Source: an optimization exercise on an open RTL-to-GDS flow (aim: a short achievable clock period and few clock cycles). Production flows keep margins and buffers that such runs may drop. The RTL was checked by simulation tests, not by an equivalence proof against the original design.

==> run D: inputs <==
==> flow/design.v <==
`default_nettype none
package rv_cfg_pkg;
  localparam int XLEN   = 64;
  localparam int ILEN   = 32;
  localparam int REG_AW = 5;
  localparam logic [XLEN-1:0] RESET_PC = 64'h0000_0000_8000_0000;
  localparam logic [XLEN-1:0] PC_STEP  = 64'd4;
  localparam logic [ILEN-1:0] NOP_INST = 32'h0000_0013;
endpackage
`default_nettype wire
`default_nettype none
package rv_isa_pkg;
  typedef enum logic [6:0] {
    OPC_OP     = 7'b0110011,
    OPC_OP_IMM = 7'b0010011,
    OPC_LUI    = 7'b0110111,
    OPC_LOAD   = 7'b0000011,
    OPC_STORE  = 7'b0100011,
    OPC_BRANCH = 7'b1100011,
    OPC_JAL    = 7'b1101111
  } opcode_e;
  typedef enum logic [1:0] {
    WB_ALU  = 2'd0,
    WB_MEM  = 2'd1,
    WB_LINK = 2'd2
  } wb_src_e;
  typedef enum logic [1:0] {
    ALU_ADD    = 2'd0,
    ALU_SUB    = 2'd1,
    ALU_PASS_B = 2'd2,
    ALU_EQ     = 2'd3
  } alu_op_e;
  localparam int RD_LSB     = 7;
  localparam int RS1_LSB    = 15;
  localparam int RS2_LSB    = 20;
  localparam int FUNCT7_LSB = 25;
  localparam logic [6:0] FUNCT7_SUB = 7'b0100000;
endpackage
`default_nettype wire
`timescale 1ns/1ps
`default_nettype none
module fetch_unit (
  input  wire  [31:0] inst_i,
  input  wire  [11:0] pc_lo_i,
  output logic        short_o,
  output logic [11:0] tgt_lo_o
);
  logic        jal, jshort, bshort;
  logic [11:0] j_off, b_off;
  logic [12:0] j_lo, b_lo;
  assign jal    = inst_i[6:0] == 7'b1101111;
  assign jshort = jal && {inst_i[30:28], inst_i[20], inst_i[19:12]} == {12{inst_i[31]}};
  assign bshort = inst_i[6:0] == 7'b1100011 && inst_i[19:15] == inst_i[24:20] &&
                  inst_i[31] == 1'b0 && inst_i[30:28] == 3'd0 && inst_i[7] == 1'b0;
  assign j_off  = {{4{inst_i[31]}}, inst_i[27:21], 1'b0};
  assign b_off  = {4'd0, inst_i[27:25], inst_i[11:8], 1'b0};
  assign j_lo   = {1'b0, pc_lo_i} + {1'b0, j_off};
  assign b_lo   = {1'b0, pc_lo_i} + {1'b0, b_off};
  assign short_o  = (jshort && j_lo[12] == inst_i[31]) || (bshort && !b_lo[12]);
  assign tgt_lo_o = jal ? j_lo[11:0] : b_lo[11:0];
endmodule
`default_nettype wire
`timescale 1ns/1ps
`default_nettype none
module rv_pipe_top (
  input  wire         clk_i,
  input  wire         reset_i,
  output logic        if_valid_o,
  input  wire         if_ready_i,
  output logic [63:0] if_addr_o,
  input  wire  [31:0] if_data_i,
  output logic        mem_valid_o,
  input  wire         mem_ready_i,
  output logic [63:0] mem_addr_o,
  output logic [63:0] mem_wdata_o,
  input  wire  [63:0] mem_rdata_i,
  output logic        mem_wen_o,
  output logic [63:0] pc_vis_o,
  output logic [31:0] instruction_vis_o,
  output logic        exec_once_o
);
  localparam logic [63:0] RESET_PC = 64'h0000_0000_8000_0000;
  localparam logic [31:0] NOP_INST = 32'h0000_0013;
  localparam logic [6:0] OPC_OP     = 7'b0110011;
  localparam logic [6:0] OPC_OP_IMM = 7'b0010011;
  localparam logic [6:0] OPC_LUI    = 7'b0110111;
  localparam logic [6:0] OPC_LOAD   = 7'b0000011;
  localparam logic [6:0] OPC_STORE  = 7'b0100011;
  localparam logic [6:0] OPC_BRANCH = 7'b1100011;
  localparam logic [6:0] OPC_JAL    = 7'b1101111;
  logic        flow, m_busy;
  logic [63:0] pc_q;
  logic        d_valid;
  logic [31:0] d_inst;
  logic [63:0] d_pc, d_pc4;
  logic [63:21] d_pchi_inc, d_pchi_dec;
  logic [20:0] d_off;
  logic        d_ptaken;
  logic [63:0] d_ptgt;
  logic        x_valid, x_nop;
  logic [31:0] x_inst;
  logic [63:0] x_pc, x_pc4, x_target, x_ptgt;
  logic        x_ptaken, x_beq, x_jal, x_load, x_store, x_writes, x_sub;
  logic [4:0]  x_rd;
  logic [63:0] x_a, x_b, x_s;
  logic        x_afm, x_bfm, x_sfm, x_sfl;
  logic        m_valid, m_load, m_store, m_writes, done_q;
  logic [4:0]  m_rd;
  logic [63:0] m_res, m_sd, rdata_q;
  logic [63:0] m_wdata;
  logic [63:0] rf_q [1:31];
  logic        x_redir, d_stall;
  logic [63:0] x_rpc, d_target;
  assign mem_valid_o = m_valid && (m_load || m_store) && !done_q;
  assign mem_wen_o   = m_store;
  assign mem_addr_o  = m_res;
  assign mem_wdata_o = m_sd;
  assign m_busy      = mem_valid_o && !mem_ready_i;
  assign flow        = (!if_valid_o || if_ready_i) && !m_busy;
  logic        f_ptaken;
  logic [63:0] f_ptgt, f_pc4;
  logic        f_short;
  logic [11:0] f_tgt_lo;
  fetch_unit u_fetch (.inst_i(if_data_i), .pc_lo_i(pc_q[11:0]), .short_o(f_short), .tgt_lo_o(f_tgt_lo));
  assign f_ptaken = f_short && pc_q[11:2] != 10'h3ff;
  assign f_ptgt   = {pc_q[63:12], f_tgt_lo};
  assign f_pc4     = pc_q + 64'd4;
  assign if_addr_o = pc_q;
  always_ff @(posedge clk_i) begin
    if (reset_i) begin
      if_valid_o <= 1'b1;
      pc_q       <= RESET_PC;
      d_valid    <= 1'b0;
    end else begin
      if_valid_o <= 1'b1;
      if (flow) begin
        if (x_redir) begin
          pc_q    <= x_rpc;
          d_valid <= 1'b0;
        end else if (!d_stall) begin
          if (if_valid_o) pc_q <= {f_pc4[63:12], f_ptaken ? f_ptgt[11:0] : f_pc4[11:0]};
          d_valid <= if_valid_o;
        end
      end
    end
  end
  always_ff @(posedge clk_i) begin
    if (flow && !d_stall) begin
      d_inst   <= if_data_i;
      d_off    <= if_data_i[3] ? {if_data_i[31], if_data_i[19:12], if_data_i[20], if_data_i[30:21], 1'b0}
                               : {{8{if_data_i[31]}}, if_data_i[7], if_data_i[30:25], if_data_i[11:8], 1'b0};
      d_pc     <= pc_q;
      d_pc4    <= f_pc4;
      d_pchi_inc <= pc_q[63:21] + 43'd1;
      d_pchi_dec <= pc_q[63:21] - 43'd1;
      d_ptaken <= f_ptaken;
      d_ptgt   <= f_ptgt;
    end
  end
  logic [6:0]  opc;
  logic [4:0]  rs1, rs2, rd;
  logic        is_op, is_opimm, is_lui, is_load, is_store, is_beq, is_jal;
  logic        use1, use2, use2x, writes;
  logic [63:0] imm_i, imm_s, imm_b, imm_u, imm_j, d_imm;
  logic [63:0] rf_a, rf_b, d_a, d_b;
  assign opc = d_inst[6:0];
  assign rs1 = d_inst[19:15];
  assign rs2 = d_inst[24:20];
  assign rd  = d_inst[11:7];
  assign is_op    = opc == OPC_OP;
  assign is_opimm = opc == OPC_OP_IMM;
  assign is_lui   = opc == OPC_LUI;
  assign is_load  = opc == OPC_LOAD;
  assign is_store = opc == OPC_STORE;
  assign is_beq   = opc == OPC_BRANCH;
  assign is_jal   = opc == OPC_JAL;
  assign use1   = (is_op || is_opimm || is_load || is_store || is_beq) && rs1 != 5'd0;
  assign use2x  = (is_op || is_beq) && rs2 != 5'd0;
  assign use2   = use2x || (is_store && rs2 != 5'd0);
  assign writes = (is_op || is_opimm || is_lui || is_load || is_jal) && rd != 5'd0;
  assign imm_i = {{52{d_inst[31]}}, d_inst[31:20]};
  assign imm_s = {{52{d_inst[31]}}, d_inst[31:25], d_inst[11:7]};
  assign imm_b = {{51{d_inst[31]}}, d_inst[31], d_inst[7], d_inst[30:25], d_inst[11:8], 1'b0};
  assign imm_u = {{32{d_inst[31]}}, d_inst[31:12], 12'b0};
  assign imm_j = {{43{d_inst[31]}}, d_inst[31], d_inst[19:12], d_inst[20], d_inst[30:21], 1'b0};
  always_comb begin
    if (is_store)    d_imm = imm_s;
    else if (is_lui) d_imm = imm_u;
    else if (is_jal) d_imm = '0;
    else             d_imm = imm_i;
  end
  logic [21:0] tlo;
  add64 #(.W(21), .L(5)) u_tadd (.a_i(d_pc[20:0]), .b_i(d_off), .c_i(1'b0), .s_o(tlo[20:0]), .c_o(tlo[21]));
  always_comb begin
    case ({d_off[20], tlo[21]})
      2'b01:   d_target[63:21] = d_pchi_inc;
      2'b10:   d_target[63:21] = d_pchi_dec;
      default: d_target[63:21] = d_pc[63:21];
    endcase
    d_target[20:0] = tlo[20:0];
  end
  assign rf_a = (rs1 == 5'd0) ? 64'd0 :
                (m_valid && m_writes && m_rd == rs1) ? m_wdata : rf_q[rs1];
  assign rf_b = (rs2 == 5'd0) ? 64'd0 :
                (m_valid && m_writes && m_rd == rs2) ? m_wdata : rf_q[rs2];
  always_comb begin
    if (is_jal)      d_a = d_pc4;
    else if (is_lui) d_a = 64'd0;
    else             d_a = rf_a;
  end
  assign d_b = (is_op || is_beq) ? rf_b : d_imm;
  assign d_stall = d_valid && x_valid && x_load && x_writes &&
                   ((use1 && x_rd == rs1) || (use2x && x_rd == rs2));
  always_ff @(posedge clk_i) begin
    if (reset_i) begin
      x_valid <= 1'b0;
    end else if (flow) begin
      x_valid <= d_valid && !x_redir && !d_stall;
    end
  end
  always_ff @(posedge clk_i) begin
    if (flow) begin
      x_inst   <= d_inst;
      x_nop    <= d_inst == NOP_INST;
      x_pc     <= d_pc;
      x_pc4    <= d_pc4;
      x_target <= d_target;
      x_ptaken <= d_ptaken;
      x_ptgt   <= d_ptgt;
      x_beq    <= is_beq;
      x_jal    <= is_jal;
      x_load   <= is_load;
      x_store  <= is_store;
      x_writes <= writes;
      x_sub    <= is_op && d_inst[31:25] == 7'b0100000;
      x_rd     <= rd;
      x_a      <= d_a;
      x_b      <= d_b;
      x_s      <= rf_b;
      x_afm    <= use1 && x_valid && x_writes && !x_load && x_rd == rs1;
      x_bfm    <= use2x && x_valid && x_writes && !x_load && x_rd == rs2;
      x_sfm    <= use2 && x_valid && x_writes && !x_load && x_rd == rs2;
      x_sfl    <= use2 && x_valid && x_writes && x_load && x_rd == rs2;
    end
  end
  logic [63:0] load_data, xa, xb, xs, alu, sd;
  logic        eq, taken, tgt_ok;
  assign load_data = done_q ? rdata_q : mem_rdata_i;
  assign xa  = x_afm ? m_res : x_a;
  assign xb  = x_bfm ? m_res : x_b;
  assign xs  = x_sfm ? m_res : x_s;
  add64 #(.W(64)) u_alu (.a_i(xa), .b_i(xb ^ {64{x_sub}}), .c_i(x_sub), .s_o(alu), .c_o());
  assign sd  = x_sfl ? load_data : xs;
  assign eq     = xa == xb;
  assign taken  = x_jal || (x_beq && eq);
  assign tgt_ok = x_ptgt == x_target;
  assign x_redir = x_valid && (taken ? !(x_ptaken && tgt_ok) : x_ptaken);
  assign x_rpc   = taken ? x_target : x_pc4;
  always_ff @(posedge clk_i) begin
    if (reset_i) begin
      exec_once_o <= 1'b0;
    end else begin
      exec_once_o <= flow && x_valid && !x_nop;
    end
  end
  always_ff @(posedge clk_i) begin
    if (flow) begin
      pc_vis_o          <= x_pc;
      instruction_vis_o <= x_inst;
    end
  end
  always_ff @(posedge clk_i) begin
    if (reset_i) begin
      m_valid <= 1'b0;
    end else if (flow) begin
      m_valid <= x_valid;
    end
  end
  always_ff @(posedge clk_i) begin
    if (flow) begin
      m_load   <= x_load;
      m_store  <= x_store;
      m_writes <= x_writes;
      m_rd     <= x_rd;
      m_res    <= alu;
      m_sd     <= sd;
    end
  end
  always_ff @(posedge clk_i) begin
    if (reset_i) begin
      done_q <= 1'b0;
    end else if (flow) begin
      done_q <= 1'b0;
    end else if (mem_valid_o && mem_ready_i) begin
      done_q <= 1'b1;
    end
  end
  always_ff @(posedge clk_i) begin
    if (mem_valid_o && mem_ready_i) rdata_q <= mem_rdata_i;
  end
  assign m_wdata = m_load ? load_data : m_res;
  always_ff @(posedge clk_i) begin
    if (m_valid && m_writes) rf_q[m_rd] <= m_wdata;
  end
endmodule
`default_nettype wire
`default_nettype none
module add64 #(
  parameter int W = 64,
  parameter int L = 6
) (
  input  wire  [W-1:0] a_i,
  input  wire  [W-1:0] b_i,
  input  wire          c_i,
  output logic [W-1:0] s_o,
  output logic         c_o
);
  logic [W-1:0] p0;
  logic [W-1:0] g [0:L];
  logic [W-1:0] p [0:L];
  assign p0   = a_i ^ b_i;
  assign g[0] = (a_i & b_i) | {{(W-1){1'b0}}, p0[0] & c_i};
  assign p[0] = p0;
  for (genvar l = 0; l < L; l++) begin : g_lvl
    for (genvar i = 0; i < W; i++) begin : g_bit
      if (i >= (1 << l)) begin : g_comb
        assign g[l+1][i] = g[l][i] | (p[l][i] & g[l][i - (1 << l)]);
        assign p[l+1][i] = p[l][i] & p[l][i - (1 << l)];
      end else begin : g_pass
        assign g[l+1][i] = g[l][i];
        assign p[l+1][i] = p[l][i];
      end
    end
  end
  assign s_o = p0 ^ {g[L][W-2:0], c_i};
  assign c_o = g[L][W-1];
endmodule
`default_nettype wire
==> flow/flow/run.sh <==
#!/bin/bash
set -euo pipefail
bash standard.sh SETUP_SLACK_MARGIN=7 finish > standard_flow.log 2>&1
==> flow/standard.sh <==
#!/bin/bash
# synth_recipe.tcl (not shown) runs the flow's synth.tcl, then flattens the netlist and writes it again
# the make line also repeats each setting of config.mk as NAME=value (left out here)
make -C /OpenROAD-flow-scripts/flow DESIGN_CONFIG=/design/flow/config.mk WORK_HOME=/design/flow/orfs CLKGATE_MAP_FILE= SYNTH_SCRIPT=/design/flow/synth_recipe.tcl "${@:-finish}"
==> flow/config.mk <==
export PLATFORM = sky130hd
export DESIGN_NAME = rv_pipe_top
export DESIGN_NICKNAME = rv_pipe_top
export VERILOG_FILES = /design/flow/design.v
export SDC_FILE = /design/flow/constraint.sdc
export NUM_CORES = 4
export LEC_CHECK = 0
export CAP_MARGIN = 20
export CORE_MARGIN = 2
export CORE_UTILIZATION = 30
export SETUP_SLACK_MARGIN = 5
export SLEW_MARGIN = 20
export SYNTH_HIERARCHICAL = 1
export SYNTH_MINIMUM_KEEP_SIZE = 0
export TNS_END_PERCENT = 20
==> flow/constraint.sdc <==
create_clock -name core_clock -period 11.0 [get_ports {clk_i}]
set_input_delay 2.2000 -clock core_clock [delete_from_list [all_inputs] [get_ports {clk_i}]]
set_output_delay 2.2000 -clock core_clock [all_outputs]
set_load 0.01 [all_outputs]
==> inputs of run H, as changes to run D <==
--- a/flow/design.v
+++ b/flow/design.v
@@ -39,29 +39,6 @@
 `default_nettype wire
 `timescale 1ns/1ps
 `default_nettype none
-module fetch_unit (
-  input  wire  [31:0] inst_i,
-  input  wire  [11:0] pc_lo_i,
-  output logic        short_o,
-  output logic [11:0] tgt_lo_o
-);
-  logic        jal, jshort, bshort;
-  logic [11:0] j_off, b_off;
-  logic [12:0] j_lo, b_lo;
-  assign jal    = inst_i[6:0] == 7'b1101111;
-  assign jshort = jal && {inst_i[30:28], inst_i[20], inst_i[19:12]} == {12{inst_i[31]}};
-  assign bshort = inst_i[6:0] == 7'b1100011 && inst_i[19:15] == inst_i[24:20] &&
-                  inst_i[31] == 1'b0 && inst_i[30:28] == 3'd0 && inst_i[7] == 1'b0;
-  assign j_off  = {{4{inst_i[31]}}, inst_i[27:21], 1'b0};
-  assign b_off  = {4'd0, inst_i[27:25], inst_i[11:8], 1'b0};
-  assign j_lo   = {1'b0, pc_lo_i} + {1'b0, j_off};
-  assign b_lo   = {1'b0, pc_lo_i} + {1'b0, b_off};
-  assign short_o  = (jshort && j_lo[12] == inst_i[31]) || (bshort && !b_lo[12]);
-  assign tgt_lo_o = jal ? j_lo[11:0] : b_lo[11:0];
-endmodule
-`default_nettype wire
-`timescale 1ns/1ps
-`default_nettype none
 module rv_pipe_top (
   input  wire         clk_i,
   input  wire         reset_i,
@@ -109,7 +86,7 @@
   logic [63:0] m_res, m_sd, rdata_q;
   logic [63:0] m_wdata;
   logic [63:0] rf_q [1:31];
-  logic        x_redir, d_stall;
+  logic        x_redir, d_redir, d_stall;
   logic [63:0] x_rpc, d_target;
   assign mem_valid_o = m_valid && (m_load || m_store) && !done_q;
   assign mem_wen_o   = m_store;
@@ -119,11 +96,22 @@
   assign flow        = (!if_valid_o || if_ready_i) && !m_busy;
   logic        f_ptaken;
   logic [63:0] f_ptgt, f_pc4;
-  logic        f_short;
-  logic [11:0] f_tgt_lo;
-  fetch_unit u_fetch (.inst_i(if_data_i), .pc_lo_i(pc_q[11:0]), .short_o(f_short), .tgt_lo_o(f_tgt_lo));
-  assign f_ptaken = f_short && pc_q[11:2] != 10'h3ff;
-  assign f_ptgt   = {pc_q[63:12], f_tgt_lo};
+  logic        f_jal, f_jshort, f_bshort, f_short;
+  logic [11:0] j_off, b_off;
+  logic [12:0] j_lo, b_lo;
+  logic [63:0] s_tgt;
+  assign f_jal    = if_data_i[6:0] == OPC_JAL;
+  assign f_jshort = f_jal && {if_data_i[30:28], if_data_i[20], if_data_i[19:12]} == {12{if_data_i[31]}};
+  assign f_bshort = if_data_i[6:0] == OPC_BRANCH && if_data_i[19:15] == if_data_i[24:20] &&
+                    if_data_i[31] == 1'b0 && if_data_i[30:28] == 3'd0 && if_data_i[7] == 1'b0;
+  assign j_off    = {{4{if_data_i[31]}}, if_data_i[27:21], 1'b0};
+  assign b_off    = {4'd0, if_data_i[27:25], if_data_i[11:8], 1'b0};
+  add64 #(.W(12), .L(4)) u_jadd (.a_i(pc_q[11:0]), .b_i(j_off), .c_i(1'b0), .s_o(j_lo[11:0]), .c_o(j_lo[12]));
+  add64 #(.W(12), .L(4)) u_badd (.a_i(pc_q[11:0]), .b_i(b_off), .c_i(1'b0), .s_o(b_lo[11:0]), .c_o(b_lo[12]));
+  assign f_short  = (f_jshort && j_lo[12] == if_data_i[31]) || (f_bshort && !b_lo[12]);
+  assign s_tgt    = {pc_q[63:12], f_jal ? j_lo[11:0] : b_lo[11:0]};
+  assign f_ptaken = f_short;
+  assign f_ptgt   = s_tgt;
   assign f_pc4     = pc_q + 64'd4;
   assign if_addr_o = pc_q;
   always_ff @(posedge clk_i) begin
@@ -138,8 +126,13 @@
           pc_q    <= x_rpc;
           d_valid <= 1'b0;
         end else if (!d_stall) begin
-          if (if_valid_o) pc_q <= {f_pc4[63:12], f_ptaken ? f_ptgt[11:0] : f_pc4[11:0]};
-          d_valid <= if_valid_o;
+          if (d_redir) begin
+            pc_q    <= d_target;
+            d_valid <= 1'b0;
+          end else begin
+            if (if_valid_o) pc_q <= f_ptaken ? f_ptgt : f_pc4;
+            d_valid <= if_valid_o;
+          end
         end
       end
     end
@@ -163,6 +156,7 @@
   logic        use1, use2, use2x, writes;
   logic [63:0] imm_i, imm_s, imm_b, imm_u, imm_j, d_imm;
   logic [63:0] rf_a, rf_b, d_a, d_b;
+  logic        static_taken;
   assign opc = d_inst[6:0];
   assign rs1 = d_inst[19:15];
   assign rs2 = d_inst[24:20];
@@ -211,6 +205,8 @@
   assign d_b = (is_op || is_beq) ? rf_b : d_imm;
   assign d_stall = d_valid && x_valid && x_load && x_writes &&
                    ((use1 && x_rd == rs1) || (use2x && x_rd == rs2));
+  assign static_taken = is_beq && (rs1 == rs2 || d_inst[31]);
+  assign d_redir      = d_valid && !d_ptaken && (is_jal || static_taken) && !d_stall;
   always_ff @(posedge clk_i) begin
     if (reset_i) begin
       x_valid <= 1'b0;
@@ -225,8 +221,8 @@
       x_pc     <= d_pc;
       x_pc4    <= d_pc4;
       x_target <= d_target;
-      x_ptaken <= d_ptaken;
-      x_ptgt   <= d_ptgt;
+      x_ptaken <= d_ptaken || d_redir;
+      x_ptgt   <= d_ptaken ? d_ptgt : d_target;
       x_beq    <= is_beq;
       x_jal    <= is_jal;
       x_load   <= is_load;
==> flow/run.sh (new file) <==
#!/bin/bash
# synth_recipe.tcl (not shown) runs the flow's synth.tcl, then flattens the netlist and writes it again
# the make line also repeats each setting of config.mk as NAME=value (left out here)
make -C /OpenROAD-flow-scripts/flow DESIGN_CONFIG=/design/flow/config.mk WORK_HOME=/design/flow/orfs CLKGATE_MAP_FILE= SYNTH_SCRIPT=/design/flow/synth_recipe.tcl finish
--- a/flow/config.mk
+++ b/flow/config.mk
@@ -7,9 +7,7 @@
 export LEC_CHECK = 0
 export CAP_MARGIN = 20
 export CORE_MARGIN = 2
-export CORE_UTILIZATION = 30
+export CORE_UTILIZATION = 33
 export SETUP_SLACK_MARGIN = 5
 export SLEW_MARGIN = 20
-export SYNTH_HIERARCHICAL = 1
-export SYNTH_MINIMUM_KEEP_SIZE = 0
 export TNS_END_PERCENT = 20
removed: flow/flow/run.sh
removed: flow/standard.sh
==> impl_results.md <==
- Status: no timing/DRC/antenna violations
- Met2 usage: 34.7%
- Min-Delay Endpoint: x_ptgt[1]
- Crit path required time: 11500 ps
- Tap Count: 6425
- Reg area: 91400 sq um
- Met3 wire len: 47600 microns
- Total stage count of the critical path: 6
- Multi-input gate share of total cell area: 30.7%
- Pre-CTS worst setup slack: 4260 ps
- Period utilization: 39.5%
- Crit path time final: 4350 ps
- Critical path's slowest cell: nor2_4
the above is filed under run D

==> impl_results.md <==
- Min-Delay Endpoint: instruction_vis_o[30]
- Met3 wire len: 48900 microns
- Crit path time final: 5790 ps
- Status: no timing/DRC/antenna violations
- Met2 usage: 36.7%
- Crit path required time: 11850 ps
- Critical path's slowest cell: nor3_4
- Tap Count: 5952
- Reg area: 92700 sq um
- Period utilization: 52.6%
- Total stage count of the critical path: 13
the above is filed under run H

Testbench counts of run D, summed over its fixed seeds: cycles 137,232.
Testbench counts of run H, summed over its fixed seeds: cycles 137,232.

separate check: timing with driven ports:
Ports are ideal in the flow. The routed layouts listed here were re-timed in OpenROAD. Step 1, drivers: a clkbuf_16 drives clk_i and a buf_2 each remaining input, both assumed. Step 2 also shifts input and output timing later by t, the mid clock arrival at the registers, as if the neighbouring blocks saw the same clock. Three values: no drivers, after step 1, after step 2; two values: the first two.
run | t, ns | slack for setup (ns) | worst setup path after step 2 | worst register clock-pin slew, ns | pins driven straight from the clock port
run D | 1.001 | 6.652 / 6.611 / 5.823 | input to register | 0.07 / 0.07 | 1
run H | 1.033 | 5.209 / 5.283 / 4.250 | input to register | 0.07 / 0.07 | 1
After both steps setup and hold are still met in every run listed. For run H, which loses most, drivers alone change the setup slack by +0.074 ns; drivers and shift together by -0.959 ns.
